This is an optimization exercise on Yosys and OpenROAD, whose aim is small area, a short achievable clock period and few clock cycles per item, not a production implementation. In this exercise RTL edits were held to simulation tests only and were not proved equivalent to the original.

## flow/design.v (module list and top-level ports; edited modules follow where they fit)
// module triangle_setup: 2628 lines
module triangle_setup #(
  parameter int COORD_WIDTH   = 16,
  parameter int COEF_WIDTH    = 2*COORD_WIDTH+3,
  parameter int SCREEN_X_SIZE = 800,
  parameter int SCREEN_Y_SIZE = 600,
  parameter int CNT_WIDTH     = 16
) (
  input  logic                                    clk,
  input  logic                                    reset_n,
  input  logic                                    in_valid,
  output logic                                    in_ready,
  input  logic [2:0][1:0][COORD_WIDTH-1:0]        vertexes,
  input  logic [1:0]                              cull_mode,
  output logic                                    out_valid,
  input  logic                                    out_ready,
  output logic [2:0][COORD_WIDTH:0]               edge_a,
  output logic [2:0][COORD_WIDTH:0]               edge_b,
  output logic [2:0][COEF_WIDTH-1:0]              edge_c,
  output logic [COEF_WIDTH-1:0]                   area2,
  output logic [COORD_WIDTH-1:0]                  bbox_xmin,
  output logic [COORD_WIDTH-1:0]                  bbox_xmax,
  output logic [COORD_WIDTH-1:0]                  bbox_ymin,
  output logic [COORD_WIDTH-1:0]                  bbox_ymax,
  input  logic                                    stats_clr,
  output logic [CNT_WIDTH-1:0]                    cnt_in,
  output logic [CNT_WIDTH-1:0]                    cnt_out,
  output logic [CNT_WIDTH-1:0]                    cnt_culled,
  output logic                                    idle
);
  // ...
==> flow/run.sh <==
#!/bin/bash
# synth_recipe.tcl (not shown) runs the flow's synth.tcl, then flattens the netlist and writes it again
# the make line also repeats each setting of config.mk as NAME=value (left out here)
make -C /OpenROAD-flow-scripts/flow DESIGN_CONFIG=/design/flow/config.mk WORK_HOME=/design/flow/orfs CLKGATE_MAP_FILE= SYNTH_SCRIPT=/design/flow/synth_recipe.tcl finish
==> flow/config.mk <==
export PLATFORM = sky130hd
export DESIGN_NAME = triangle_setup
export DESIGN_NICKNAME = triangle_setup
export VERILOG_FILES = /design/flow/design.v
export SDC_FILE = /design/flow/constraint.sdc
export NUM_CORES = 4
export LEC_CHECK = 0
export CAP_MARGIN = 20
export CORE_MARGIN = 2
export CORE_UTILIZATION = 30
export SLEW_MARGIN = 20
==> flow/constraint.sdc <==
create_clock -name core_clock -period 8.5 [get_ports {clk}]
set_input_delay 1.7000 -clock core_clock [delete_from_list [all_inputs] [get_ports {clk}]]
set_output_delay 1.7000 -clock core_clock [all_outputs]
set_load 0.01 [all_outputs]
==> flow_summary.yaml, run 1 <==
layout:
  nets: 8237
  num-multi-input-gates: 5020
  n_antenna_cell: 9
  buffers: 777
  bufAreaShareNonClock_pct: 9.724
  fin_util_pct: 35.06
synthesis:
  ys_seq_area_share_pct: 19.22
  synth_area_um2: 63240
  synth_top_family_by_area: "adder cells"
  yosysMostFrequentCell: "xnor2_1"
  synthTopCellsByCount: "xnor2_1, inv_1, a22oi_1"
  async_flop_share_pct: 12.11
flow_run:
  maxCapViolations: 0
clocking:
  cts_tree: "built"
  cts_buffers: 50
  cts.root.buffer_cell: "clkbuf_16"
setup_path:
  crit_top_cell: "fa_1"
  slowest_stage: "fa_1"
  cp_slowest_stage_delay_ns: 0.58
  cp_data_required_time_ns: 6.80
  arrival_ns: 6.35
  reg2reg_depth: 27
min_path:
  hold_end: "cm2_q[0]"
placement:
  place_hpwl_um: 204100
sta:
  setup_tns_ns: 0
  fin_worst_skew_ns: 0.09600
  worst-slew-pin-transition_ns: 1.227
  period_minus_slack_ns: 8.052
grt:
  grt_pass1_wl_um: 373000
  antenna_found_initial: 26
detailed_routing:
  wl_um: 260400
  route.detailed.drc: 0
  wl_per_cell_um: 26.26
outcome:
  status: "timing/DRC/antenna clean"
floorplan:
  io_pins: 460
  num_tap_cells: 2805
Testbench counts, summed over its fixed seeds: cycles 24,024, items 24,000.
==> inputs of run 2 (changes only) <==
--- a/flow/design.v
+++ b/flow/design.v
@@ -40,48 +40,51 @@
     cneg32 = v ^ ({32{n}} & {p[30:0], 1'b0});
   endfunction
   function automatic logic [9:0] clip(input logic [15:0] v, input logic [9:0] lim);
     if (v[15])                        clip = '0;
     else if (v > {6'b0, lim})         clip = lim;
     else                              clip = v[9:0];
   endfunction
   logic stall;
-  logic v1_q, v2_q;
-  assign stall    = v2_q & ~out_ready;
+  logic v1_q, v2_q, v3_q;
+  assign stall    = v3_q & ~out_ready;
   assign in_ready = ~stall;
+  always_ff @(posedge clk or negedge reset_n) begin
+    if (!reset_n) begin
+      v1_q <= 1'b0;
+      v2_q <= 1'b0;
+      v3_q <= 1'b0;
+    end else if (!stall) begin
+      v1_q <= in_valid;
+      v2_q <= v1_q;
+      v3_q <= v2_q;
+    end
+  end
   logic [2:0][15:0] x_q;
   logic [2:0][7:0]  ys_q, yo_q, yt_q;
   logic [1:0]       cm1_q;
-  always_ff @(posedge clk or negedge reset_n) begin
-    if (!reset_n)    v1_q <= 1'b0;
-    else if (!stall) v1_q <= in_valid;
-  end
   always_ff @(posedge clk) begin
     if (!stall) begin
       cm1_q <= cull_mode;
       for (int i = 0; i < 3; i++) begin
         x_q[i] <= vertexes[i][0];
         for (int k = 0; k < 8; k++) begin
           ys_q[i][k] <= vertexes[i][1][2*k+1];
           yo_q[i][k] <= vertexes[i][1][2*k] ^ ((k > 0) ? vertexes[i][1][2*k-1] : 1'b0);
           yt_q[i][k] <= (k > 0) ?
               ((vertexes[i][1][2*k+1] & ~vertexes[i][1][2*k] & ~vertexes[i][1][2*k-1]) |
                (~vertexes[i][1][2*k+1] & vertexes[i][1][2*k] & vertexes[i][1][2*k-1])) :
               (vertexes[i][1][1] & ~vertexes[i][1][0]);
         end
       end
     end
   end
-  logic [2:0][15:0] y_d;
-  logic [2:0][31:0] c_d;
-  logic [2:0][16:0] a_d, b_d;
-  logic [2:0][9:0]  cx_d, cy_d;
-  logic [9:0]       xmin_d, xmax_d, ymin_d, ymax_d;
-  logic             off_d;
+  logic [2:0][15:0]      y_d;
+  logic [2:0][1:0][32:0] cs_d;
   always_comb begin
     for (int i = 0; i < 3; i++) begin
       for (int k = 0; k < 8; k++) begin
         y_d[i][2*k+1] = ys_q[i][k];
         y_d[i][2*k]   = yo_q[i][k] ^ ((k > 0) ? ys_q[i][k-1] : 1'b0);
       end
     end
   end
@@ -2528,84 +2531,366 @@
   wire t_2441 = t_2379 ^ t_2318 ^ t_2378;
   wire t_2442 = (t_2379 & t_2318) | (t_2378 & (t_2379 ^ t_2318));
   wire t_2443 = t_2381 ^ t_2322 ^ t_2380;
   wire t_2444 = (t_2381 & t_2322) | (t_2380 & (t_2381 ^ t_2322));
   wire t_2445 = t_2383 ^ t_2326 ^ t_2382;
   wire t_2446 = (t_2383 & t_2326) | (t_2382 & (t_2383 ^ t_2326));
   wire t_2447 = t_2385 ^ 1'b1 ^ t_2384;
   wire t_2448 = (t_2385 & 1'b1) | (t_2384 & (t_2385 ^ 1'b1));
-  assign c_d[0] = {t_754, t_815, t_813, t_811, t_809, t_807, t_805, t_803, t_801, t_799, t_797, t_795, t_793, t_791, t_789, t_787, t_785, t_783, t_781, t_779, t_777, t_775, t_773, t_771, t_769, t_767, t_765, t_763, t_761, t_759, t_757, t_755} + {t_816, t_814, t_812, t_810, t_808, t_806, t_804, t_802, t_800, t_798, t_796, t_794, t_792, t_790, t_788, t_786, t_784, t_782, t_780, t_778, t_776, t_774, t_772, t_770, t_768, t_766, t_764, t_762, t_760, t_758, t_756, t_153};
-  assign c_d[1] = {t_1570, t_1631, t_1629, t_1627, t_1625, t_1623, t_1621, t_1619, t_1617, t_1615, t_1613, t_1611, t_1609, t_1607, t_1605, t_1603, t_1601, t_1599, t_1597, t_1595, t_1593, t_1591, t_1589, t_1587, t_1585, t_1583, t_1581, t_1579, t_1577, t_1575, t_1573, t_1571} + {t_1632, t_1630, t_1628, t_1626, t_1624, t_1622, t_1620, t_1618, t_1616, t_1614, t_1612, t_1610, t_1608, t_1606, t_1604, t_1602, t_1600, t_1598, t_1596, t_1594, t_1592, t_1590, t_1588, t_1586, t_1584, t_1582, t_1580, t_1578, t_1576, t_1574, t_1572, t_969};
-  assign c_d[2] = {t_2386, t_2447, t_2445, t_2443, t_2441, t_2439, t_2437, t_2435, t_2433, t_2431, t_2429, t_2427, t_2425, t_2423, t_2421, t_2419, t_2417, t_2415, t_2413, t_2411, t_2409, t_2407, t_2405, t_2403, t_2401, t_2399, t_2397, t_2395, t_2393, t_2391, t_2389, t_2387} + {t_2448, t_2446, t_2444, t_2442, t_2440, t_2438, t_2436, t_2434, t_2432, t_2430, t_2428, t_2426, t_2424, t_2422, t_2420, t_2418, t_2416, t_2414, t_2412, t_2410, t_2408, t_2406, t_2404, t_2402, t_2400, t_2398, t_2396, t_2394, t_2392, t_2390, t_2388, t_1785};
+  assign cs_d[0][0] = {1'b1, t_754, t_815, t_813, t_811, t_809, t_807, t_805, t_803, t_801, t_799, t_797, t_795, t_793, t_791, t_789, t_787, t_785, t_783, t_781, t_779, t_777, t_775, t_773, t_771, t_769, t_767, t_765, t_763, t_761, t_759, t_757, t_755};
+  assign cs_d[0][1] = {1'b0, t_816, t_814, t_812, t_810, t_808, t_806, t_804, t_802, t_800, t_798, t_796, t_794, t_792, t_790, t_788, t_786, t_784, t_782, t_780, t_778, t_776, t_774, t_772, t_770, t_768, t_766, t_764, t_762, t_760, t_758, t_756, t_153};
+  assign cs_d[1][0] = {1'b1, t_1570, t_1631, t_1629, t_1627, t_1625, t_1623, t_1621, t_1619, t_1617, t_1615, t_1613, t_1611, t_1609, t_1607, t_1605, t_1603, t_1601, t_1599, t_1597, t_1595, t_1593, t_1591, t_1589, t_1587, t_1585, t_1583, t_1581, t_1579, t_1577, t_1575, t_1573, t_1571};
+  assign cs_d[1][1] = {1'b0, t_1632, t_1630, t_1628, t_1626, t_1624, t_1622, t_1620, t_1618, t_1616, t_1614, t_1612, t_1610, t_1608, t_1606, t_1604, t_1602, t_1600, t_1598, t_1596, t_1594, t_1592, t_1590, t_1588, t_1586, t_1584, t_1582, t_1580, t_1578, t_1576, t_1574, t_1572, t_969};
+  assign cs_d[2][0] = {1'b1, t_2386, t_2447, t_2445, t_2443, t_2441, t_2439, t_2437, t_2435, t_2433, t_2431, t_2429, t_2427, t_2425, t_2423, t_2421, t_2419, t_2417, t_2415, t_2413, t_2411, t_2409, t_2407, t_2405, t_2403, t_2401, t_2399, t_2397, t_2395, t_2393, t_2391, t_2389, t_2387};
+  assign cs_d[2][1] = {1'b0, t_2448, t_2446, t_2444, t_2442, t_2440, t_2438, t_2436, t_2434, t_2432, t_2430, t_2428, t_2426, t_2424, t_2422, t_2420, t_2418, t_2416, t_2414, t_2412, t_2410, t_2408, t_2406, t_2404, t_2402, t_2400, t_2398, t_2396, t_2394, t_2392, t_2390, t_2388, t_1785};
+  logic [2:0][1:0][32:0] cs_q;
+  logic [2:0][15:0]      x2_q, y2_q;
+  logic [1:0]            cm2_q;
+  always_ff @(posedge clk) begin
+    if (!stall) begin
+      cs_q  <= cs_d;
+      x2_q  <= x_q;
+      y2_q  <= y_d;
+      cm2_q <= cm1_q;
+    end
+  end
+  logic [2:0][31:0] c_d;
+  logic [32:0]      s_d;
+  logic [2:0][16:0] a_d, b_d;
+  logic [2:0][9:0]  cx_d, cy_d;
+  logic [9:0]       xmin_d, xmax_d, ymin_d, ymax_d;
+  logic             off_d;
+  wire u_1 = cs_q[0][0][0] ^ cs_q[0][1][0] ^ cs_q[1][0][0];
+  wire u_2 = (cs_q[0][0][0] & cs_q[0][1][0]) | (cs_q[1][0][0] & (cs_q[0][0][0] ^ cs_q[0][1][0]));
+  wire u_3 = cs_q[0][0][1] ^ cs_q[0][1][1] ^ cs_q[1][0][1];
+  wire u_4 = (cs_q[0][0][1] & cs_q[0][1][1]) | (cs_q[1][0][1] & (cs_q[0][0][1] ^ cs_q[0][1][1]));
+  wire u_5 = cs_q[1][1][1] ^ cs_q[2][0][1];
+  wire u_6 = cs_q[1][1][1] & cs_q[2][0][1];
+  wire u_7 = cs_q[0][0][2] ^ cs_q[0][1][2] ^ cs_q[1][0][2];
+  wire u_8 = (cs_q[0][0][2] & cs_q[0][1][2]) | (cs_q[1][0][2] & (cs_q[0][0][2] ^ cs_q[0][1][2]));
+  wire u_9 = cs_q[1][1][2] ^ cs_q[2][0][2] ^ cs_q[2][1][2];
+  wire u_10 = (cs_q[1][1][2] & cs_q[2][0][2]) | (cs_q[2][1][2] & (cs_q[1][1][2] ^ cs_q[2][0][2]));
+  wire u_11 = cs_q[0][0][3] ^ cs_q[0][1][3] ^ cs_q[1][0][3];
+  wire u_12 = (cs_q[0][0][3] & cs_q[0][1][3]) | (cs_q[1][0][3] & (cs_q[0][0][3] ^ cs_q[0][1][3]));
+  wire u_13 = cs_q[1][1][3] ^ cs_q[2][0][3] ^ cs_q[2][1][3];
+  wire u_14 = (cs_q[1][1][3] & cs_q[2][0][3]) | (cs_q[2][1][3] & (cs_q[1][1][3] ^ cs_q[2][0][3]));
+  wire u_15 = cs_q[0][0][4] ^ cs_q[0][1][4] ^ cs_q[1][0][4];
+  wire u_16 = (cs_q[0][0][4] & cs_q[0][1][4]) | (cs_q[1][0][4] & (cs_q[0][0][4] ^ cs_q[0][1][4]));
+  wire u_17 = cs_q[1][1][4] ^ cs_q[2][0][4] ^ cs_q[2][1][4];
+  wire u_18 = (cs_q[1][1][4] & cs_q[2][0][4]) | (cs_q[2][1][4] & (cs_q[1][1][4] ^ cs_q[2][0][4]));
+  wire u_19 = cs_q[0][0][5] ^ cs_q[0][1][5] ^ cs_q[1][0][5];
+  wire u_20 = (cs_q[0][0][5] & cs_q[0][1][5]) | (cs_q[1][0][5] & (cs_q[0][0][5] ^ cs_q[0][1][5]));
+  wire u_21 = cs_q[1][1][5] ^ cs_q[2][0][5] ^ cs_q[2][1][5];
+  wire u_22 = (cs_q[1][1][5] & cs_q[2][0][5]) | (cs_q[2][1][5] & (cs_q[1][1][5] ^ cs_q[2][0][5]));
+  wire u_23 = cs_q[0][0][6] ^ cs_q[0][1][6] ^ cs_q[1][0][6];
+  wire u_24 = (cs_q[0][0][6] & cs_q[0][1][6]) | (cs_q[1][0][6] & (cs_q[0][0][6] ^ cs_q[0][1][6]));
+  wire u_25 = cs_q[1][1][6] ^ cs_q[2][0][6] ^ cs_q[2][1][6];
+  wire u_26 = (cs_q[1][1][6] & cs_q[2][0][6]) | (cs_q[2][1][6] & (cs_q[1][1][6] ^ cs_q[2][0][6]));
+  wire u_27 = cs_q[0][0][7] ^ cs_q[0][1][7] ^ cs_q[1][0][7];
+  wire u_28 = (cs_q[0][0][7] & cs_q[0][1][7]) | (cs_q[1][0][7] & (cs_q[0][0][7] ^ cs_q[0][1][7]));
+  wire u_29 = cs_q[1][1][7] ^ cs_q[2][0][7] ^ cs_q[2][1][7];
+  wire u_30 = (cs_q[1][1][7] & cs_q[2][0][7]) | (cs_q[2][1][7] & (cs_q[1][1][7] ^ cs_q[2][0][7]));
+  wire u_31 = cs_q[0][0][8] ^ cs_q[0][1][8] ^ cs_q[1][0][8];
+  wire u_32 = (cs_q[0][0][8] & cs_q[0][1][8]) | (cs_q[1][0][8] & (cs_q[0][0][8] ^ cs_q[0][1][8]));
+  wire u_33 = cs_q[1][1][8] ^ cs_q[2][0][8] ^ cs_q[2][1][8];
+  wire u_34 = (cs_q[1][1][8] & cs_q[2][0][8]) | (cs_q[2][1][8] & (cs_q[1][1][8] ^ cs_q[2][0][8]));
+  wire u_35 = cs_q[0][0][9] ^ cs_q[0][1][9] ^ cs_q[1][0][9];
+  wire u_36 = (cs_q[0][0][9] & cs_q[0][1][9]) | (cs_q[1][0][9] & (cs_q[0][0][9] ^ cs_q[0][1][9]));
+  wire u_37 = cs_q[1][1][9] ^ cs_q[2][0][9] ^ cs_q[2][1][9];
+  wire u_38 = (cs_q[1][1][9] & cs_q[2][0][9]) | (cs_q[2][1][9] & (cs_q[1][1][9] ^ cs_q[2][0][9]));
+  wire u_39 = cs_q[0][0][10] ^ cs_q[0][1][10] ^ cs_q[1][0][10];
+  wire u_40 = (cs_q[0][0][10] & cs_q[0][1][10]) | (cs_q[1][0][10] & (cs_q[0][0][10] ^ cs_q[0][1][10]));
+  wire u_41 = cs_q[1][1][10] ^ cs_q[2][0][10] ^ cs_q[2][1][10];
+  wire u_42 = (cs_q[1][1][10] & cs_q[2][0][10]) | (cs_q[2][1][10] & (cs_q[1][1][10] ^ cs_q[2][0][10]));
+  wire u_43 = cs_q[0][0][11] ^ cs_q[0][1][11] ^ cs_q[1][0][11];
+  wire u_44 = (cs_q[0][0][11] & cs_q[0][1][11]) | (cs_q[1][0][11] & (cs_q[0][0][11] ^ cs_q[0][1][11]));
+  wire u_45 = cs_q[1][1][11] ^ cs_q[2][0][11] ^ cs_q[2][1][11];
+  wire u_46 = (cs_q[1][1][11] & cs_q[2][0][11]) | (cs_q[2][1][11] & (cs_q[1][1][11] ^ cs_q[2][0][11]));
+  wire u_47 = cs_q[0][0][12] ^ cs_q[0][1][12] ^ cs_q[1][0][12];
+  wire u_48 = (cs_q[0][0][12] & cs_q[0][1][12]) | (cs_q[1][0][12] & (cs_q[0][0][12] ^ cs_q[0][1][12]));
+  wire u_49 = cs_q[1][1][12] ^ cs_q[2][0][12] ^ cs_q[2][1][12];
+  wire u_50 = (cs_q[1][1][12] & cs_q[2][0][12]) | (cs_q[2][1][12] & (cs_q[1][1][12] ^ cs_q[2][0][12]));
+  wire u_51 = cs_q[0][0][13] ^ cs_q[0][1][13] ^ cs_q[1][0][13];
+  wire u_52 = (cs_q[0][0][13] & cs_q[0][1][13]) | (cs_q[1][0][13] & (cs_q[0][0][13] ^ cs_q[0][1][13]));
+  wire u_53 = cs_q[1][1][13] ^ cs_q[2][0][13] ^ cs_q[2][1][13];
+  wire u_54 = (cs_q[1][1][13] & cs_q[2][0][13]) | (cs_q[2][1][13] & (cs_q[1][1][13] ^ cs_q[2][0][13]));
+  wire u_55 = cs_q[0][0][14] ^ cs_q[0][1][14] ^ cs_q[1][0][14];
+  wire u_56 = (cs_q[0][0][14] & cs_q[0][1][14]) | (cs_q[1][0][14] & (cs_q[0][0][14] ^ cs_q[0][1][14]));
+  wire u_57 = cs_q[1][1][14] ^ cs_q[2][0][14] ^ cs_q[2][1][14];
+  wire u_58 = (cs_q[1][1][14] & cs_q[2][0][14]) | (cs_q[2][1][14] & (cs_q[1][1][14] ^ cs_q[2][0][14]));
+  wire u_59 = cs_q[0][0][15] ^ cs_q[0][1][15] ^ cs_q[1][0][15];
+  wire u_60 = (cs_q[0][0][15] & cs_q[0][1][15]) | (cs_q[1][0][15] & (cs_q[0][0][15] ^ cs_q[0][1][15]));
+  wire u_61 = cs_q[1][1][15] ^ cs_q[2][0][15] ^ cs_q[2][1][15];
+  wire u_62 = (cs_q[1][1][15] & cs_q[2][0][15]) | (cs_q[2][1][15] & (cs_q[1][1][15] ^ cs_q[2][0][15]));
+  wire u_63 = cs_q[0][0][16] ^ cs_q[0][1][16] ^ cs_q[1][0][16];
+  wire u_64 = (cs_q[0][0][16] & cs_q[0][1][16]) | (cs_q[1][0][16] & (cs_q[0][0][16] ^ cs_q[0][1][16]));
+  wire u_65 = cs_q[1][1][16] ^ cs_q[2][0][16] ^ cs_q[2][1][16];
+  wire u_66 = (cs_q[1][1][16] & cs_q[2][0][16]) | (cs_q[2][1][16] & (cs_q[1][1][16] ^ cs_q[2][0][16]));
+  wire u_67 = cs_q[0][0][17] ^ cs_q[0][1][17] ^ cs_q[1][0][17];
+  wire u_68 = (cs_q[0][0][17] & cs_q[0][1][17]) | (cs_q[1][0][17] & (cs_q[0][0][17] ^ cs_q[0][1][17]));
+  wire u_69 = cs_q[1][1][17] ^ cs_q[2][0][17] ^ cs_q[2][1][17];
+  wire u_70 = (cs_q[1][1][17] & cs_q[2][0][17]) | (cs_q[2][1][17] & (cs_q[1][1][17] ^ cs_q[2][0][17]));
+  wire u_71 = cs_q[0][0][18] ^ cs_q[0][1][18] ^ cs_q[1][0][18];
+  wire u_72 = (cs_q[0][0][18] & cs_q[0][1][18]) | (cs_q[1][0][18] & (cs_q[0][0][18] ^ cs_q[0][1][18]));
+  wire u_73 = cs_q[1][1][18] ^ cs_q[2][0][18] ^ cs_q[2][1][18];
+  wire u_74 = (cs_q[1][1][18] & cs_q[2][0][18]) | (cs_q[2][1][18] & (cs_q[1][1][18] ^ cs_q[2][0][18]));
+  wire u_75 = cs_q[0][0][19] ^ cs_q[0][1][19] ^ cs_q[1][0][19];
+  wire u_76 = (cs_q[0][0][19] & cs_q[0][1][19]) | (cs_q[1][0][19] & (cs_q[0][0][19] ^ cs_q[0][1][19]));
+  wire u_77 = cs_q[1][1][19] ^ cs_q[2][0][19] ^ cs_q[2][1][19];
+  wire u_78 = (cs_q[1][1][19] & cs_q[2][0][19]) | (cs_q[2][1][19] & (cs_q[1][1][19] ^ cs_q[2][0][19]));
+  wire u_79 = cs_q[0][0][20] ^ cs_q[0][1][20] ^ cs_q[1][0][20];
+  wire u_80 = (cs_q[0][0][20] & cs_q[0][1][20]) | (cs_q[1][0][20] & (cs_q[0][0][20] ^ cs_q[0][1][20]));
+  wire u_81 = cs_q[1][1][20] ^ cs_q[2][0][20] ^ cs_q[2][1][20];
+  wire u_82 = (cs_q[1][1][20] & cs_q[2][0][20]) | (cs_q[2][1][20] & (cs_q[1][1][20] ^ cs_q[2][0][20]));
+  wire u_83 = cs_q[0][0][21] ^ cs_q[0][1][21] ^ cs_q[1][0][21];
+  wire u_84 = (cs_q[0][0][21] & cs_q[0][1][21]) | (cs_q[1][0][21] & (cs_q[0][0][21] ^ cs_q[0][1][21]));
+  wire u_85 = cs_q[1][1][21] ^ cs_q[2][0][21] ^ cs_q[2][1][21];
+  wire u_86 = (cs_q[1][1][21] & cs_q[2][0][21]) | (cs_q[2][1][21] & (cs_q[1][1][21] ^ cs_q[2][0][21]));
+  wire u_87 = cs_q[0][0][22] ^ cs_q[0][1][22] ^ cs_q[1][0][22];
+  wire u_88 = (cs_q[0][0][22] & cs_q[0][1][22]) | (cs_q[1][0][22] & (cs_q[0][0][22] ^ cs_q[0][1][22]));
+  wire u_89 = cs_q[1][1][22] ^ cs_q[2][0][22] ^ cs_q[2][1][22];
+  wire u_90 = (cs_q[1][1][22] & cs_q[2][0][22]) | (cs_q[2][1][22] & (cs_q[1][1][22] ^ cs_q[2][0][22]));
+  wire u_91 = cs_q[0][0][23] ^ cs_q[0][1][23] ^ cs_q[1][0][23];
+  wire u_92 = (cs_q[0][0][23] & cs_q[0][1][23]) | (cs_q[1][0][23] & (cs_q[0][0][23] ^ cs_q[0][1][23]));
+  wire u_93 = cs_q[1][1][23] ^ cs_q[2][0][23] ^ cs_q[2][1][23];
+  wire u_94 = (cs_q[1][1][23] & cs_q[2][0][23]) | (cs_q[2][1][23] & (cs_q[1][1][23] ^ cs_q[2][0][23]));
+  wire u_95 = cs_q[0][0][24] ^ cs_q[0][1][24] ^ cs_q[1][0][24];
+  wire u_96 = (cs_q[0][0][24] & cs_q[0][1][24]) | (cs_q[1][0][24] & (cs_q[0][0][24] ^ cs_q[0][1][24]));
+  wire u_97 = cs_q[1][1][24] ^ cs_q[2][0][24] ^ cs_q[2][1][24];
+  wire u_98 = (cs_q[1][1][24] & cs_q[2][0][24]) | (cs_q[2][1][24] & (cs_q[1][1][24] ^ cs_q[2][0][24]));
+  wire u_99 = cs_q[0][0][25] ^ cs_q[0][1][25] ^ cs_q[1][0][25];
+  wire u_100 = (cs_q[0][0][25] & cs_q[0][1][25]) | (cs_q[1][0][25] & (cs_q[0][0][25] ^ cs_q[0][1][25]));
+  wire u_101 = cs_q[1][1][25] ^ cs_q[2][0][25] ^ cs_q[2][1][25];
+  wire u_102 = (cs_q[1][1][25] & cs_q[2][0][25]) | (cs_q[2][1][25] & (cs_q[1][1][25] ^ cs_q[2][0][25]));
+  wire u_103 = cs_q[0][0][26] ^ cs_q[0][1][26] ^ cs_q[1][0][26];
+  wire u_104 = (cs_q[0][0][26] & cs_q[0][1][26]) | (cs_q[1][0][26] & (cs_q[0][0][26] ^ cs_q[0][1][26]));
+  wire u_105 = cs_q[1][1][26] ^ cs_q[2][0][26] ^ cs_q[2][1][26];
+  wire u_106 = (cs_q[1][1][26] & cs_q[2][0][26]) | (cs_q[2][1][26] & (cs_q[1][1][26] ^ cs_q[2][0][26]));
+  wire u_107 = cs_q[0][0][27] ^ cs_q[0][1][27] ^ cs_q[1][0][27];
+  wire u_108 = (cs_q[0][0][27] & cs_q[0][1][27]) | (cs_q[1][0][27] & (cs_q[0][0][27] ^ cs_q[0][1][27]));
+  wire u_109 = cs_q[1][1][27] ^ cs_q[2][0][27] ^ cs_q[2][1][27];
+  wire u_110 = (cs_q[1][1][27] & cs_q[2][0][27]) | (cs_q[2][1][27] & (cs_q[1][1][27] ^ cs_q[2][0][27]));
+  wire u_111 = cs_q[0][0][28] ^ cs_q[0][1][28] ^ cs_q[1][0][28];
+  wire u_112 = (cs_q[0][0][28] & cs_q[0][1][28]) | (cs_q[1][0][28] & (cs_q[0][0][28] ^ cs_q[0][1][28]));
+  wire u_113 = cs_q[1][1][28] ^ cs_q[2][0][28] ^ cs_q[2][1][28];
+  wire u_114 = (cs_q[1][1][28] & cs_q[2][0][28]) | (cs_q[2][1][28] & (cs_q[1][1][28] ^ cs_q[2][0][28]));
+  wire u_115 = cs_q[0][0][29] ^ cs_q[0][1][29] ^ cs_q[1][0][29];
+  wire u_116 = (cs_q[0][0][29] & cs_q[0][1][29]) | (cs_q[1][0][29] & (cs_q[0][0][29] ^ cs_q[0][1][29]));
+  wire u_117 = cs_q[1][1][29] ^ cs_q[2][0][29] ^ cs_q[2][1][29];
+  wire u_118 = (cs_q[1][1][29] & cs_q[2][0][29]) | (cs_q[2][1][29] & (cs_q[1][1][29] ^ cs_q[2][0][29]));
+  wire u_119 = cs_q[0][0][30] ^ cs_q[0][1][30] ^ cs_q[1][0][30];
+  wire u_120 = (cs_q[0][0][30] & cs_q[0][1][30]) | (cs_q[1][0][30] & (cs_q[0][0][30] ^ cs_q[0][1][30]));
+  wire u_121 = cs_q[1][1][30] ^ cs_q[2][0][30] ^ cs_q[2][1][30];
+  wire u_122 = (cs_q[1][1][30] & cs_q[2][0][30]) | (cs_q[2][1][30] & (cs_q[1][1][30] ^ cs_q[2][0][30]));
+  wire u_123 = cs_q[0][0][31] ^ cs_q[0][1][31] ^ cs_q[1][0][31];
+  wire u_124 = (cs_q[0][0][31] & cs_q[0][1][31]) | (cs_q[1][0][31] & (cs_q[0][0][31] ^ cs_q[0][1][31]));
+  wire u_125 = cs_q[1][1][31] ^ cs_q[2][0][31] ^ cs_q[2][1][31];
+  wire u_126 = (cs_q[1][1][31] & cs_q[2][0][31]) | (cs_q[2][1][31] & (cs_q[1][1][31] ^ cs_q[2][0][31]));
+  wire u_127 = cs_q[0][0][32] ^ cs_q[0][1][32] ^ cs_q[1][0][32];
+  wire u_128 = (cs_q[0][0][32] & cs_q[0][1][32]) | (cs_q[1][0][32] & (cs_q[0][0][32] ^ cs_q[0][1][32]));
+  wire u_129 = cs_q[1][1][32] ^ cs_q[2][0][32] ^ cs_q[2][1][32];
+  wire u_130 = (cs_q[1][1][32] & cs_q[2][0][32]) | (cs_q[2][1][32] & (cs_q[1][1][32] ^ cs_q[2][0][32]));
+  wire u_131 = u_1 ^ cs_q[1][1][0];
+  wire u_132 = u_1 & cs_q[1][1][0];
+  wire u_133 = u_3 ^ u_5 ^ cs_q[2][1][1];
+  wire u_134 = (u_3 & u_5) | (cs_q[2][1][1] & (u_3 ^ u_5));
+  wire u_135 = u_7 ^ u_9 ^ u_4;
+  wire u_136 = (u_7 & u_9) | (u_4 & (u_7 ^ u_9));
+  wire u_137 = u_11 ^ u_13 ^ u_8;
+  wire u_138 = (u_11 & u_13) | (u_8 & (u_11 ^ u_13));
+  wire u_139 = u_15 ^ u_17 ^ u_12;
+  wire u_140 = (u_15 & u_17) | (u_12 & (u_15 ^ u_17));
+  wire u_141 = u_19 ^ u_21 ^ u_16;
+  wire u_142 = (u_19 & u_21) | (u_16 & (u_19 ^ u_21));
+  wire u_143 = u_23 ^ u_25 ^ u_20;
+  wire u_144 = (u_23 & u_25) | (u_20 & (u_23 ^ u_25));
+  wire u_145 = u_27 ^ u_29 ^ u_24;
+  wire u_146 = (u_27 & u_29) | (u_24 & (u_27 ^ u_29));
+  wire u_147 = u_31 ^ u_33 ^ u_28;
+  wire u_148 = (u_31 & u_33) | (u_28 & (u_31 ^ u_33));
+  wire u_149 = u_35 ^ u_37 ^ u_32;
+  wire u_150 = (u_35 & u_37) | (u_32 & (u_35 ^ u_37));
+  wire u_151 = u_39 ^ u_41 ^ u_36;
+  wire u_152 = (u_39 & u_41) | (u_36 & (u_39 ^ u_41));
+  wire u_153 = u_43 ^ u_45 ^ u_40;
+  wire u_154 = (u_43 & u_45) | (u_40 & (u_43 ^ u_45));
+  wire u_155 = u_47 ^ u_49 ^ u_44;
+  wire u_156 = (u_47 & u_49) | (u_44 & (u_47 ^ u_49));
+  wire u_157 = u_51 ^ u_53 ^ u_48;
+  wire u_158 = (u_51 & u_53) | (u_48 & (u_51 ^ u_53));
+  wire u_159 = u_55 ^ u_57 ^ u_52;
+  wire u_160 = (u_55 & u_57) | (u_52 & (u_55 ^ u_57));
+  wire u_161 = u_59 ^ u_61 ^ u_56;
+  wire u_162 = (u_59 & u_61) | (u_56 & (u_59 ^ u_61));
+  wire u_163 = u_63 ^ u_65 ^ u_60;
+  wire u_164 = (u_63 & u_65) | (u_60 & (u_63 ^ u_65));
+  wire u_165 = u_67 ^ u_69 ^ u_64;
+  wire u_166 = (u_67 & u_69) | (u_64 & (u_67 ^ u_69));
+  wire u_167 = u_71 ^ u_73 ^ u_68;
+  wire u_168 = (u_71 & u_73) | (u_68 & (u_71 ^ u_73));
+  wire u_169 = u_75 ^ u_77 ^ u_72;
+  wire u_170 = (u_75 & u_77) | (u_72 & (u_75 ^ u_77));
+  wire u_171 = u_79 ^ u_81 ^ u_76;
+  wire u_172 = (u_79 & u_81) | (u_76 & (u_79 ^ u_81));
+  wire u_173 = u_83 ^ u_85 ^ u_80;
+  wire u_174 = (u_83 & u_85) | (u_80 & (u_83 ^ u_85));
+  wire u_175 = u_87 ^ u_89 ^ u_84;
+  wire u_176 = (u_87 & u_89) | (u_84 & (u_87 ^ u_89));
+  wire u_177 = u_91 ^ u_93 ^ u_88;
+  wire u_178 = (u_91 & u_93) | (u_88 & (u_91 ^ u_93));
+  wire u_179 = u_95 ^ u_97 ^ u_92;
+  wire u_180 = (u_95 & u_97) | (u_92 & (u_95 ^ u_97));
+  wire u_181 = u_99 ^ u_101 ^ u_96;
+  wire u_182 = (u_99 & u_101) | (u_96 & (u_99 ^ u_101));
+  wire u_183 = u_103 ^ u_105 ^ u_100;
+  wire u_184 = (u_103 & u_105) | (u_100 & (u_103 ^ u_105));
+  wire u_185 = u_107 ^ u_109 ^ u_104;
+  wire u_186 = (u_107 & u_109) | (u_104 & (u_107 ^ u_109));
+  wire u_187 = u_111 ^ u_113 ^ u_108;
+  wire u_188 = (u_111 & u_113) | (u_108 & (u_111 ^ u_113));
+  wire u_189 = u_115 ^ u_117 ^ u_112;
+  wire u_190 = (u_115 & u_117) | (u_112 & (u_115 ^ u_117));
+  wire u_191 = u_119 ^ u_121 ^ u_116;
+  wire u_192 = (u_119 & u_121) | (u_116 & (u_119 ^ u_121));
+  wire u_193 = u_123 ^ u_125 ^ u_120;
+  wire u_194 = (u_123 & u_125) | (u_120 & (u_123 ^ u_125));
+  wire u_195 = u_127 ^ u_129 ^ u_124;
+  wire u_196 = (u_127 & u_129) | (u_124 & (u_127 ^ u_129));
+  wire u_197 = u_131 ^ cs_q[2][0][0];
+  wire u_198 = u_131 & cs_q[2][0][0];
+  wire u_199 = u_133 ^ u_2 ^ u_132;
+  wire u_200 = (u_133 & u_2) | (u_132 & (u_133 ^ u_2));
+  wire u_201 = u_135 ^ u_6 ^ u_134;
+  wire u_202 = (u_135 & u_6) | (u_134 & (u_135 ^ u_6));
+  wire u_203 = u_137 ^ u_10 ^ u_136;
+  wire u_204 = (u_137 & u_10) | (u_136 & (u_137 ^ u_10));
+  wire u_205 = u_139 ^ u_14 ^ u_138;
+  wire u_206 = (u_139 & u_14) | (u_138 & (u_139 ^ u_14));
+  wire u_207 = u_141 ^ u_18 ^ u_140;
+  wire u_208 = (u_141 & u_18) | (u_140 & (u_141 ^ u_18));
+  wire u_209 = u_143 ^ u_22 ^ u_142;
+  wire u_210 = (u_143 & u_22) | (u_142 & (u_143 ^ u_22));
+  wire u_211 = u_145 ^ u_26 ^ u_144;
+  wire u_212 = (u_145 & u_26) | (u_144 & (u_145 ^ u_26));
+  wire u_213 = u_147 ^ u_30 ^ u_146;
+  wire u_214 = (u_147 & u_30) | (u_146 & (u_147 ^ u_30));
+  wire u_215 = u_149 ^ u_34 ^ u_148;
+  wire u_216 = (u_149 & u_34) | (u_148 & (u_149 ^ u_34));
+  wire u_217 = u_151 ^ u_38 ^ u_150;
+  wire u_218 = (u_151 & u_38) | (u_150 & (u_151 ^ u_38));
+  wire u_219 = u_153 ^ u_42 ^ u_152;
+  wire u_220 = (u_153 & u_42) | (u_152 & (u_153 ^ u_42));
+  wire u_221 = u_155 ^ u_46 ^ u_154;
+  wire u_222 = (u_155 & u_46) | (u_154 & (u_155 ^ u_46));
+  wire u_223 = u_157 ^ u_50 ^ u_156;
+  wire u_224 = (u_157 & u_50) | (u_156 & (u_157 ^ u_50));
+  wire u_225 = u_159 ^ u_54 ^ u_158;
+  wire u_226 = (u_159 & u_54) | (u_158 & (u_159 ^ u_54));
+  wire u_227 = u_161 ^ u_58 ^ u_160;
+  wire u_228 = (u_161 & u_58) | (u_160 & (u_161 ^ u_58));
+  wire u_229 = u_163 ^ u_62 ^ u_162;
+  wire u_230 = (u_163 & u_62) | (u_162 & (u_163 ^ u_62));
+  wire u_231 = u_165 ^ u_66 ^ u_164;
+  wire u_232 = (u_165 & u_66) | (u_164 & (u_165 ^ u_66));
+  wire u_233 = u_167 ^ u_70 ^ u_166;
+  wire u_234 = (u_167 & u_70) | (u_166 & (u_167 ^ u_70));
+  wire u_235 = u_169 ^ u_74 ^ u_168;
+  wire u_236 = (u_169 & u_74) | (u_168 & (u_169 ^ u_74));
+  wire u_237 = u_171 ^ u_78 ^ u_170;
+  wire u_238 = (u_171 & u_78) | (u_170 & (u_171 ^ u_78));
+  wire u_239 = u_173 ^ u_82 ^ u_172;
+  wire u_240 = (u_173 & u_82) | (u_172 & (u_173 ^ u_82));
+  wire u_241 = u_175 ^ u_86 ^ u_174;
+  wire u_242 = (u_175 & u_86) | (u_174 & (u_175 ^ u_86));
+  wire u_243 = u_177 ^ u_90 ^ u_176;
+  wire u_244 = (u_177 & u_90) | (u_176 & (u_177 ^ u_90));
+  wire u_245 = u_179 ^ u_94 ^ u_178;
+  wire u_246 = (u_179 & u_94) | (u_178 & (u_179 ^ u_94));
+  wire u_247 = u_181 ^ u_98 ^ u_180;
+  wire u_248 = (u_181 & u_98) | (u_180 & (u_181 ^ u_98));
+  wire u_249 = u_183 ^ u_102 ^ u_182;
+  wire u_250 = (u_183 & u_102) | (u_182 & (u_183 ^ u_102));
+  wire u_251 = u_185 ^ u_106 ^ u_184;
+  wire u_252 = (u_185 & u_106) | (u_184 & (u_185 ^ u_106));
+  wire u_253 = u_187 ^ u_110 ^ u_186;
+  wire u_254 = (u_187 & u_110) | (u_186 & (u_187 ^ u_110));
+  wire u_255 = u_189 ^ u_114 ^ u_188;
+  wire u_256 = (u_189 & u_114) | (u_188 & (u_189 ^ u_114));
+  wire u_257 = u_191 ^ u_118 ^ u_190;
+  wire u_258 = (u_191 & u_118) | (u_190 & (u_191 ^ u_118));
+  wire u_259 = u_193 ^ u_122 ^ u_192;
+  wire u_260 = (u_193 & u_122) | (u_192 & (u_193 ^ u_122));
+  wire u_261 = u_195 ^ u_126 ^ u_194;
+  wire u_262 = (u_195 & u_126) | (u_194 & (u_195 ^ u_126));
+  assign s_d = {u_261, u_259, u_257, u_255, u_253, u_251, u_249, u_247, u_245, u_243, u_241, u_239, u_237, u_235, u_233, u_231, u_229, u_227, u_225, u_223, u_221, u_219, u_217, u_215, u_213, u_211, u_209, u_207, u_205, u_203, u_201, u_199, u_197} + {u_260, u_258, u_256, u_254, u_252, u_250, u_248, u_246, u_244, u_242, u_240, u_238, u_236, u_234, u_232, u_230, u_228, u_226, u_224, u_222, u_220, u_218, u_216, u_214, u_212, u_210, u_208, u_206, u_204, u_202, u_200, u_198, cs_q[2][1][0]};
+  assign c_d[0] = cs_q[0][0][31:0] + cs_q[0][1][31:0];
+  assign c_d[1] = cs_q[1][0][31:0] + cs_q[1][1][31:0];
+  assign c_d[2] = cs_q[2][0][31:0] + cs_q[2][1][31:0];
   always_comb begin
     for (int i = 0; i < 3; i++) begin
-      a_d[i] = {y_d[i][15], y_d[i]} - {y_d[(i+1)%3][15], y_d[(i+1)%3]};
-      b_d[i] = {x_q[(i+1)%3][15], x_q[(i+1)%3]} - {x_q[i][15], x_q[i]};
-      cx_d[i] = clip(x_q[i], 10'(SCREEN_X_SIZE - 1));
-      cy_d[i] = clip(y_d[i], 10'(SCREEN_Y_SIZE - 1));
+      a_d[i] = {y2_q[i][15], y2_q[i]} - {y2_q[(i+1)%3][15], y2_q[(i+1)%3]};
+      b_d[i] = {x2_q[(i+1)%3][15], x2_q[(i+1)%3]} - {x2_q[i][15], x2_q[i]};
+      cx_d[i] = clip(x2_q[i], 10'(SCREEN_X_SIZE - 1));
+      cy_d[i] = clip(y2_q[i], 10'(SCREEN_Y_SIZE - 1));
     end
     xmin_d = cx_d[0]; xmax_d = cx_d[0];
     ymin_d = cy_d[0]; ymax_d = cy_d[0];
     for (int i = 1; i < 3; i++) begin
       if (cx_d[i] < xmin_d) xmin_d = cx_d[i];
       if (cx_d[i] > xmax_d) xmax_d = cx_d[i];
       if (cy_d[i] < ymin_d) ymin_d = cy_d[i];
       if (cy_d[i] > ymax_d) ymax_d = cy_d[i];
     end
-    off_d = (x_q[0][15] & x_q[1][15] & x_q[2][15]) |
-            (y_d[0][15] & y_d[1][15] & y_d[2][15]) |
-            (!x_q[0][15] && x_q[0] > 16'(SCREEN_X_SIZE - 1) &&
-             !x_q[1][15] && x_q[1] > 16'(SCREEN_X_SIZE - 1) &&
-             !x_q[2][15] && x_q[2] > 16'(SCREEN_X_SIZE - 1)) |
-            (!y_d[0][15] && y_d[0] > 16'(SCREEN_Y_SIZE - 1) &&
-             !y_d[1][15] && y_d[1] > 16'(SCREEN_Y_SIZE - 1) &&
-             !y_d[2][15] && y_d[2] > 16'(SCREEN_Y_SIZE - 1));
+    off_d = (x2_q[0][15] & x2_q[1][15] & x2_q[2][15]) |
+            (y2_q[0][15] & y2_q[1][15] & y2_q[2][15]) |
+            (!x2_q[0][15] && x2_q[0] > 16'(SCREEN_X_SIZE - 1) &&
+             !x2_q[1][15] && x2_q[1] > 16'(SCREEN_X_SIZE - 1) &&
+             !x2_q[2][15] && x2_q[2] > 16'(SCREEN_X_SIZE - 1)) |
+            (!y2_q[0][15] && y2_q[0] > 16'(SCREEN_Y_SIZE - 1) &&
+             !y2_q[1][15] && y2_q[1] > 16'(SCREEN_Y_SIZE - 1) &&
+             !y2_q[2][15] && y2_q[2] > 16'(SCREEN_Y_SIZE - 1));
   end
   logic [2:0][31:0] c_q;
+  logic [32:0]      s_q;
   logic [2:0][16:0] a_q, b_q;
   logic [9:0]       xmin_q, xmax_q, ymin_q, ymax_q;
   logic             off_q;
-  logic [1:0]       cm2_q;
-  always_ff @(posedge clk or negedge reset_n) begin
-    if (!reset_n)    v2_q <= 1'b0;
-    else if (!stall) v2_q <= v1_q;
-  end
+  logic [1:0]       cm3_q;
   always_ff @(posedge clk) begin
     if (!stall) begin
       c_q    <= c_d;
+      s_q    <= s_d;
       a_q    <= a_d;
       b_q    <= b_d;
       xmin_q <= xmin_d;
       xmax_q <= xmax_d;
       ymin_q <= ymin_d;
       ymax_q <= ymax_d;
       off_q  <= off_d;
-      cm2_q  <= cm1_q;
+      cm3_q  <= cm2_q;
     end
   end
-  logic [32:0] s_d;
-  logic        neg, zero, face_cull, reject;
+  logic neg, zero, face_cull, reject;
   always_comb begin
-    s_d  = {c_q[0][31], c_q[0]} + {c_q[1][31], c_q[1]} + {c_q[2][31], c_q[2]};
-    neg  = s_d[32];
-    zero = (s_d == '0);
-    face_cull = ((cm2_q == 2'd1) && neg) || ((cm2_q == 2'd2) && !neg && !zero);
+    neg  = s_q[32];
+    zero = (s_q == '0);
+    face_cull = ((cm3_q == 2'd1) && neg) || ((cm3_q == 2'd2) && !neg && !zero);
     reject = zero | face_cull | off_q;
   end
-  assign out_valid = v2_q & ~reject;
+  assign out_valid = v3_q & ~reject;
   always_comb begin
     for (int i = 0; i < 3; i++) begin
       logic [31:0] c;
       edge_a[i] = cneg17(a_q[i], neg);
       edge_b[i] = cneg17(b_q[i], neg);
       c = cneg32(c_q[i], neg);
       edge_c[i] = {{3{c[31]}}, c};
     end
-    area2 = {3'b000, cneg32(s_d[31:0], neg)};
+    area2 = {3'b000, cneg32(s_q[31:0], neg)};
   end
   assign bbox_xmin = {6'b0, xmin_q};
   assign bbox_xmax = {6'b0, xmax_q};
   assign bbox_ymin = {6'b0, ymin_q};
   assign bbox_ymax = {6'b0, ymax_q};
   logic [CNT_WIDTH-1:0] cnt_in_q, cnt_out_q, cnt_culled_q;
   always_ff @(posedge clk or negedge reset_n) begin
     if (!reset_n) begin
@@ -2613,16 +2898,16 @@
       cnt_out_q    <= '0;
       cnt_culled_q <= '0;
     end else begin
       if (stats_clr)                 cnt_in_q <= '0;
       else if (in_valid && !stall)   cnt_in_q <= cnt_in_q + CNT_WIDTH'(1);
       if (stats_clr)                 cnt_out_q <= '0;
       else if (out_valid && out_ready) cnt_out_q <= cnt_out_q + CNT_WIDTH'(1);
       if (stats_clr)                 cnt_culled_q <= '0;
-      else if (v2_q && reject && !stall) cnt_culled_q <= cnt_culled_q + CNT_WIDTH'(1);
+      else if (v3_q && reject && !stall) cnt_culled_q <= cnt_culled_q + CNT_WIDTH'(1);
     end
   end
   assign cnt_in     = cnt_in_q;
   assign cnt_out    = cnt_out_q;
   assign cnt_culled = cnt_culled_q;
-  assign idle       = ~(v1_q | v2_q);
+  assign idle       = ~(v1_q | v2_q | v3_q);
 endmodule
==> flow_summary.yaml, run 2 <==
sta:
  setup_slack_ns: 0.7935
  max_freq_ghz: 0.1298
  hold_slack_ns: 0.4194
  setup_tns_ns: 0
  worst-slew-pin-transition_ns: 1.237
  relSlewSlack_pct: 17.54
  final-setup-viol-count: 0
  fin_worst_skew_ns: 0.05037
  period_minus_slack_ns: 7.707
  hold_viol: 0
  slew_viol_final: 0
  min_period_over_period_pct: 90.67
  rsz0062_at_grt: "no"
synthesis:
  synth_area_um2: 74860
  yosysMostFrequentCell: "xnor2_1"
  synth_top_area_share_pct: 27.52
  async_flop_share_pct: 6.920
  synthTopCellsByCount: "xnor2_1, inv_1, fa_1"
  synth.distinct_cells: 73
  ys_seq_area_share_pct: 29.22
  yosysWarnings: 1
  synth_flop_cell: "edfxtp_1"
  syn_area_per_cell_um2: 10.53
  synth-edff-count: 686
  ys_top_cells_by_area: "edfxtp_1, fa_1, xnor2_1"
  yosysTopAreaCell: "edfxtp_1"
  syn_inst: 7112
  synth-seq-cells: 737
min_path:
  holdPathStages: 0
  hp-class: "flip-flop to flip-flop"
  worstHoldStart: "cm1_q[1]"
  hold_end: "cm2_q[1]"
setup_path:
  crit_top_cell: "or4_4"
  worstReg2RegEnd: "xmax_q[8]"
  worstSetupEndpointType: "output pin"
  slowest_stage: "clkdlybuf4s50_1"
  regToRegSetupSlack_ns: 2.30
  path_max_fanout: 4
  arrival_ns: 6.01
  r2r-start: "x2_q[15]"
  startpoint_type: "flip-flop"
  path_buf_inv: 1
  reg2reg_depth: 23
  cp_data_required_time_ns: 6.80
  critical-path-top-delay-family: "simple AND/OR/NAND/NOR gates"
  cp_slowest_stage_delay_ns: 0.62
  setup.worst_path.class: "flip-flop to output pin"
  crit_chain: "or4_4 > or4b_4 > or4_4 > or4_4 > or3_4 > or4_4 > or4_1 > or2_1 > o21ai_2 > xnor2_1 > clkdlybuf4s50_1"
clocking:
  cts.root.buffer_cell: "clkbuf_16"
  cts_tree: "built"
  clkSlewWorstSetupHoldPaths_ns: 0.06
  ctsResizeCount: 0
  clk_latency_ns: 0.80
  cts_setup_buffers: 0
  h-tree-depth: 3
  cts_buffer_depth: 3
  cts_sinks: 737
  cts_hold_buf: 0
  cts_buffers: 90
layout:
  nets: 8583
  top_regs: "cs_q x192, c_q x96"
  final_cell_mix: "xnor2_1, inv_1, fa_1"
  fin_util_pct: 34.51
  largest_reg_flops: 192
  drive_gt1_share_pct: 4.935
  area_delta_synth_final_pct: 14.54
  filler_cell_count: 24752
  top_register: "cs_q"
  final_common_cell: "xnor2_1"
grt:
  grt_start_max_net_pins: 163
  grt_use_total_pct: 21.19
  grt_pass1_wl_um: 397000
  gr-total-overflow: 0
  antenna_found_initial: 28
  grt_pass1_vias: 60023
floorplan:
  die_area_um2: 253500
  die_h_um: 503.5
  core_um2: 248400
  start_util_pct: 30.13
  io_pins: 460
  die_x_um: 503.5
  rows: 183
placement:
  place_hpwl_um: 195400
  routabilityCongestion: 0.8981
  dp_slack_ns: 1.522
  port_buffers: 432
detailed_routing:
  dr.pass1.iters: 6
  vias: 57353
  route.detailed.drc: 0
  vias_per_cell: 5.344
  first_iter_violations: 6396
  wl_um: 271700
  antenna_violating_nets_post_route: 0
  wl_per_cell_um: 25.32
outcome:
  status: "timing/DRC/antenna clean"
flow_run:
  maxCapViolations: 0
## run 2: kinds of logic after synthesis
family	share of synthesized area, %
and+or+nand+nor	6.684
xor gates and xnor gates	15.09
other	0.005010
buffers and inverters	6.896
adders and majority gates	27.28
DFF	29.22
muxes	1.177
AOI/OAI and AO/OA	13.64
## run 2: layout make-up
type,instances,area [µm²],area share (%)
multi-input combinational,5072,47930,55.91
sequential,737,21880,25.51
timing repair buffer,591,5583,6.511
tap,3330,4167,4.859
inverter,827,3104,3.621
clock buffer,99,2307,2.691
clock inverter,70,753.2,0.8785
antenna,6,15.01,0.01751
## run 2: layer usage
layer | vias up | track usage [%] | wire length (µm)
li1 | 24677 | - | -
met1 | 28677 | 27.27 | 108800
met2 | 3246 | 32.46 | 119100
met3 | 737 | 5.617 | 27790
met4 | 16 | 11.18 | 15830
met5 | - | 0.2284 | 142
## run 2: per-stage QoR
step	instance area (µm²)	instances
2_1_floorplan	74960	7138
3_3_place_gp	82630	10556
3_5_place_dp	82640	10556
4_1_cts	85700	10725
5_1_grt	85730	10728
6_report	85740	10732
## run 2: how the worst max path moves through the flow
stage                     slack [ns]  startpoint      endpoint  cells past startpoint
after global placement          1.53     c_q[66]   edge_c[101]                     11
after floorplan                 0.35   out_ready  cnt_in_q[15]                      7
after detailed placement        1.52     c_q[66]   edge_c[101]                     11
final                           0.79     c_q[34]    edge_c[69]                     11
after global routing            0.37     c_q[66]   edge_c[101]                     11
after CTS                       0.62     c_q[66]   edge_c[101]                     11
Testbench counts of run 2, summed over its fixed seeds: cycles 24,032, items 24,000.
==> inputs of run 3 (changes only) <==
--- a/flow/config.mk
+++ b/flow/config.mk
@@ -7,2 +7,3 @@
 export LEC_CHECK = 0
+export ABC_AREA = 1
 export CAP_MARGIN = 20
==> flow_summary.yaml, run 3 <==
synthesis:
  syn_inst: 8314
  synth.distinct_cells: 64
  synthTopCellsByCount: "inv_1, xor2_1, nand2_1"
  yosysMostFrequentCell: "inv_1"
  syn_area_per_cell_um2: 9.300
  synth_flop_cell: "edfxtp_1"
  ys_top_cells_by_area: "edfxtp_1, fa_1, xor2_1"
  yosysTopAreaCell: "edfxtp_1"
  async_flop_share_pct: 6.920
  ys_seq_area_share_pct: 28.29
  synth-edff-count: 686
  synth-seq-cells: 737
  yosysWarnings: 1
  synth_top_area_share_pct: 26.64
  synth_area_um2: 77320
layout:
  top_regs: "cs_q x192, c_q x96"
  final_cell_mix: "inv_1, xor2_1, nand2_1"
  fin_util_pct: 34.37
  stdcell_area_um2: 88230
  largest_reg_flops: 192
  top_register: "cs_q"
  drive_gt1_share_pct: 4.510
  final_common_cell: "inv_1"
  area_delta_synth_final_pct: 14.11
  nets: 9815
setup_path:
  path_max_fanout: 44
  critical-path-top-delay-family: "buffers and inverters"
  cp_data_required_time_ns: 6.80
  path_buf_inv: 4
  arrival_ns: 4.45
  setup.worst_path.class: "flip-flop to output pin"
  crit_chain: "buf_4 > inv_4 > buf_4 > a21oi_1 > a21oi_1 > o21ai_0 > nor2_1 > xnor2_1 > clkdlybuf4s50_1"
  slowest_stage: "inv_4"
  cp_slowest_stage_delay_ns: 0.59
  startpoint_type: "flip-flop"
  worstSetupEndpointType: "output pin"
sta:
  final-setup-viol-count: 0
  setup_tns_ns: 0
  fin_worst_skew_ns: 0.06032
  period_minus_slack_ns: 6.146
  slew_viol_final: 0
  rsz0062_at_grt: "no"
  hold_viol: 0
  hold_slack_ns: 0.4185
  worst-slew-pin-transition_ns: 1.280
  max_freq_ghz: 0.1627
  min_period_over_period_pct: 72.30
  relSlewSlack_pct: 13.79
grt:
  grt_pass1_vias: 65295
  antenna_found_initial: 48
  grt_pass1_wl_um: 461800
  grt_start_max_net_pins: 192
  grt_use_total_pct: 24.19
  gr-total-overflow: 0
min_path:
  hp-class: "flip-flop to flip-flop"
clocking:
  cts_sinks: 737
  cts_buffers: 90
  clkSlewWorstSetupHoldPaths_ns: 0.07
  cts.root.buffer_cell: "clkbuf_16"
  cts_buffer_depth: 3
  cts_setup_buffers: 0
  clk_latency_ns: 0.79
  cts_tree: "built"
  cts_hold_buf: 0
  ctsResizeCount: 0
  h-tree-depth: 3
detailed_routing:
  antenna_violating_nets_post_route: 0
  vias_per_cell: 5.344
  vias: 64309
  first_iter_violations: 7285
  wl_um: 322100
  dr.pass1.iters: 7
  route.detailed.drc: 0
  wl_per_cell_um: 26.76
outcome:
  status: "timing/DRC/antenna clean"
placement:
  routabilityCongestion: 1.021
  port_buffers: 432
  place_area_um2: 85180
  place_hpwl_um: 246100
floorplan:
  io_pins: 460
  rows: 186
  start_util_pct: 30.12
  die_area_um2: 261800
  die_x_um: 511.7
  die_h_um: 511.7
  core_um2: 256700
flow_run:
  maxCapViolations: 0
## run 3: changes by cell type in the layout (fill, tap and decap cells not counted), moves of 45 or more
| cell | before | now |
|---|---|---|
| xnor2_1 | 897 | 129 |
| xor2_1 | 393 | 1150 |
| a22oi_1 | 721 | 0 |
| o22ai_1 | 6 | 720 |
| nand2_1 | 261 | 865 |
| inv_1 | 821 | 1304 |
| nor2_1 | 254 | 441 |
| nand3_1 | 77 | 225 |
| a21oi_1 | 203 | 300 |
| mux2i_1 | 70 | 0 |
| nand2b_1 | 67 | 1 |
| o21ai_0 | 260 | 319 |
| nor2b_1 | 48 | 0 |
| nand4_1 | 27 | 72 |
## run 3: metrics by stage
step	worst slack, ns	instances
2_1_floorplan	0.2070	8340
3_3_place_gp	2.964	11843
3_5_place_dp	3.009	11843
4_1_cts	2.334	12010
5_1_grt	2.197	12024
6_report	2.354	12034
## run 3: worst paths after layout
check,startpoint,end,slack (ns),depth (start not counted)
min in group asynchronous,reset_n,cnt_culled_q[1],1.06,2
worst max-delay path,s_q[32],area2[30],2.35,9
max in group asynchronous,reset_n,cnt_in_q[7],6.96,2
worst max register to register,ys_q[14],cs_q[17],2.90,12
worst min register to register,cm1_q[1],cm2_q[1],0.42,0
worst min-delay path,cm1_q[1],cm2_q[1],0.42,0
## run 3: layer usage
metal / vias to the layer above / part of all wire, % / global-route usage, %
li1: 27882 / - / -
met1: 31749 / 39 / 30.23
met2: 3652 / 43 / 36.71
met3: 984 / 9.6 / 6.231
met4: 42 / 7.9 / 16.21
met5: - / 0.089 / 0
## run 3: worst reg2reg max path, stage by stage, from the launching register on
cell and delay, ns:
edfxtp_1 0.32, buf_4 0.50, clkinv_1 0.83, xor2_1 0.46, fa_1 0.48, fa_1 0.53, inv_1 0.06, fa_1 0.53
inv_1 0.06, fa_1 0.53, inv_1 0.06, fa_1 0.50, fa_1 0.48
## run 3: cells by family after synthesis
family	share of synthesized area, %
AO/OA/AOI/OAI	11.66
buffers and inverters	9.094
other	0.004850
multiplexers	0.3204
AND/OR/NAND/NOR	9.730
XOR/XNOR	14.49
flip-flops	28.29
adder cells (fa/ha/maj)	26.41
## run 3: cell type report
| class | instances | area (µm²) |
|---|---|---|
| clock inverters | 65 | 699.4 |
| inverters | 1346 | 5057 |
| well taps | 3384 | 4234 |
| repair buffers | 583 | 5490 |
| multi-input cells | 5793 | 48520 |
| flip-flops and latches | 737 | 21880 |
| diodes | 24 | 60.06 |
| clock buffers | 102 | 2297 |
| fillers | 26108 | 168500 |
==> inputs of run 4 (changes only) <==
--- a/flow/config.mk
+++ b/flow/config.mk
@@ -11,2 +11,3 @@
 export CORE_UTILIZATION = 30
+export SETUP_SLACK_MARGIN = 2.5
 export SLEW_MARGIN = 20
==> flow_summary.yaml, run 4 <==
outcome:
  status: "timing/DRC/antenna clean"
grt:
  grt_pass1_wl_um: 457500
  gr-total-overflow: 0
  grt_pass1_vias: 64757
  antenna_found_initial: 35
  grt_start_max_net_pins: 172
  grt_use_total_pct: 23.91
detailed_routing:
  dr.pass1.iters: 8
  antenna_violating_nets_post_route: 0
  route.detailed.drc: 0
  highest_layer: "met5"
  first_iter_violations: 7296
  dr_wl_met2_um: 137200
  wl_per_cell_um: 26.56
  wl_met3_um: 31570
  vias_per_cell: 5.345
  drt-met1-wl_um: 124000
  vias: 64344
  wl_um: 319700
flow_run:
  maxCapViolations: 0
synthesis:
  synth_area_um2: 77320
  syn_inst: 8314
  yosysTopAreaCell: "edfxtp_1"
  yosysMostFrequentCell: "inv_1"
  synth.distinct_cells: 64
  synth-seq-cells: 737
  yosysWarnings: 1
  ys_top_cells_by_area: "edfxtp_1, fa_1, xor2_1"
  synth_top_area_share_pct: 26.64
  async_flop_share_pct: 6.920
  synthTopCellsByCount: "inv_1, xor2_1, nand2_1"
  synth_flop_cell: "edfxtp_1"
  syn_area_per_cell_um2: 9.300
  ys_seq_area_share_pct: 28.29
  synth-edff-count: 686
clocking:
  cts.root.buffer_cell: "clkbuf_16"
  cts_setup_buffers: 0
  h-tree-depth: 3
  ctsResizeCount: 0
  cts_tree: "built"
  cts_buffers: 88
  cts_sinks: 737
  clk_latency_ns: 0.80
  clkSlewWorstSetupHoldPaths_ns: 0.06
  cts_hold_buf: 0
  cts_buffer_depth: 3
placement:
  placedCellCount: 11848
  port_buffers: 432
  routabilityCongestion: 0.9965
  place_hpwl_um: 244900
floorplan:
  die_x_um: 511.7
  start_util_pct: 30.12
  die_area_um2: 261800
  io_pins: 460
  die_h_um: 511.7
  core_um2: 256700
  rows: 186
setup_path:
  startpoint: "c_q[67]"
  startpoint_type: "flip-flop"
  crit_end: "edge_c[102]"
  reg2reg_depth: 12
  worstSetupEndpointType: "output pin"
  cp_slowest_stage_delay_ns: 0.60
  crit_chain: "inv_1 > nand4_1 > nor2_1 > nand4_1 > inv_1 > nand2_1 > inv_1 > nand2_1 > o21ai_0 > xnor2_1 > clkdlybuf4s50_1"
  regToRegSetupSlack_ns: 2.88
  worstReg2RegEnd: "cs_q[17]"
  slowest_stage: "clkdlybuf4s50_1"
  arrival_ns: 3.96
  crit_top_cell: "inv_1"
  path_max_fanout: 5
  r2r-start: "ys_q[14]"
  cp_data_required_time_ns: 6.80
  setup.worst_path.class: "flip-flop to output pin"
min_path:
  worstHoldStart: "cm1_q[1]"
  hp-class: "flip-flop to flip-flop"
layout:
  final_common_cell: "inv_1"
  top_register: "cs_q"
  filler_cell_count: 26041
  area_delta_synth_final_pct: 14.01
  final_cells: 12038
  largest_reg_flops: 192
  fin_util_pct: 34.34
  final_cell_mix: "inv_1, xor2_1, nand2_1"
  drive_gt1_share_pct: 4.636
  top_regs: "cs_q x192, c_q x96"
  nets: 9818
sta:
  rsz0062_at_grt: "no"
  min_period_over_period_pct: 66.61
  final-setup-viol-count: 0
  max_freq_ghz: 0.1766
  hold_viol: 0
  setup_tns_ns: 0
  relSlewSlack_pct: 20.02
  hold_slack_ns: 0.4214
  slew_viol_final: 0
  fin_worst_skew_ns: 0.07405
  worst-slew-pin-transition_ns: 1.187
  period_minus_slack_ns: 5.662
-- run 4: cell count changes in the layout (fill, tap and decap cells not counted), moves of 3 or more --
cell      before  now
clkinv_1      24   19
clkbuf_1      12    9
clkinv_2      16   22
buf_4        148  154
clkinv_8       1    4
inv_2         27   31
-- run 4: through the flow --
| step | setup slack (ns) | cell area, µm² |
|---|---|---|
| after detailed placement | 2.995 | 85210 |
| after global routing | 2.521 | 88120 |
| after CTS | 2.737 | 88090 |
| after global placement | 3.033 | 85210 |
| final | 2.838 | 88150 |
| after floorplan | 3.114 | 77440 |
-- run 4: layer usage --
| metal | up-vias | track usage [%] |
|---|---|---|
| li1 | 27885 | - |
| met1 | 31644 | 29.99 |
| met2 | 3801 | 35.89 |
| met3 | 988 | 5.906 |
| met4 | 26 | 17.05 |
| met5 | - | 0 |
-- run 4: how the worst min path moves through the flow --
stage          endpoint  slack, ns  cells past startpoint
2_1_floorplan  cm2_q[0]       0.40                      0
3_3_place_gp   cm2_q[1]       0.40                      0
3_5_place_dp   cm2_q[0]       0.41                      0
4_1_cts        cm2_q[0]       0.42                      0
5_1_grt        cm2_q[0]       0.44                      0
6_report       cm2_q[1]       0.42                      0
-- run 4: cell families (layout without fill, tap and decap cells) --
logic type               count (synthesis)  count (layout)  synth area share (%)
buffers and inverters                 1810            2099                 9.094
AND/OR/NAND/NOR                       1774            1774                 9.730
AO/OA/AOI/OAI                         1530            1530                 11.66
XOR/XNOR                              1279            1279                 14.49
adder cells (fa/ha/maj)               1161            1161                 26.41
flip-flops                             737             737                 28.29
multiplexers                            22              22                0.3204
other                                    1              52              0.004850
-- run 4: cell type report --
class | count | area [µm²] | area share, %
diodes | 25 | 62.56 | 0.07097
multi-input cells | 5793 | 48520 | 55.04
clock buffers | 98 | 2261 | 2.565
well taps | 3384 | 4234 | 4.803
repair buffers | 588 | 5525 | 6.268
clock inverters | 67 | 620.6 | 0.7040
flip-flops and latches | 737 | 21880 | 24.82
inverters | 1346 | 5057 | 5.737
-- run 4: worst max-delay path: cells and delay by family (launching register included) --
family | cells | cell delay [ns]
buf+inv | 4 | 0.95
simple gates | 5 | 1.43
compound gates | 1 | 0.23
xor+xnor | 1 | 0.21
flops | 1 | 0.38

==> what the ideal ports hide <==
In the flow no input, the clock included, has a driving cell. The finished layouts below were timed again as built, in two steps.
Step 1 (the two cells are an assumption about what drives the block):
set clk [get_ports {clk}]
set_driving_cell -lib_cell sky130_fd_sc_hd__clkbuf_16 $clk
set_driving_cell -lib_cell sky130_fd_sc_hd__buf_2 [delete_from_list [all_inputs] $clk]
Step 2 times the ports against the registers' clock, not the clock port: input delays grow and output delays shrink by t, the midpoint of the rising clock arrivals with the driver on.
Slacks: no drivers / after step 1 / after step 2; pairs: no drivers / after step 1.
run | shift t [ns] | setup WS [ns] | worst hold slack (ns) | clock arrival spread, ns | worst slew at a driven data input, ns
run 1 | 0.763 | 0.448 / 0.364 / 0.532 | 0.421 / 0.421 / 0.421 | 0.096 / 0.096 | 0.21
run 2 | 0.857 | 0.793 / 0.711 / 1.568 | 0.419 / 0.419 / 0.419 | 0.054 / 0.055 | 0.14
run 3 | 0.865 | 2.354 / 2.251 / 2.898 | 0.419 / 0.419 / 0.419 | 0.062 / 0.061 | 0.23
run 4 | 0.860 | 2.838 / 2.742 / 2.877 | 0.421 / 0.421 / 0.421 | 0.074 / 0.074 | 0.19
After both steps every run listed still meets setup and hold.
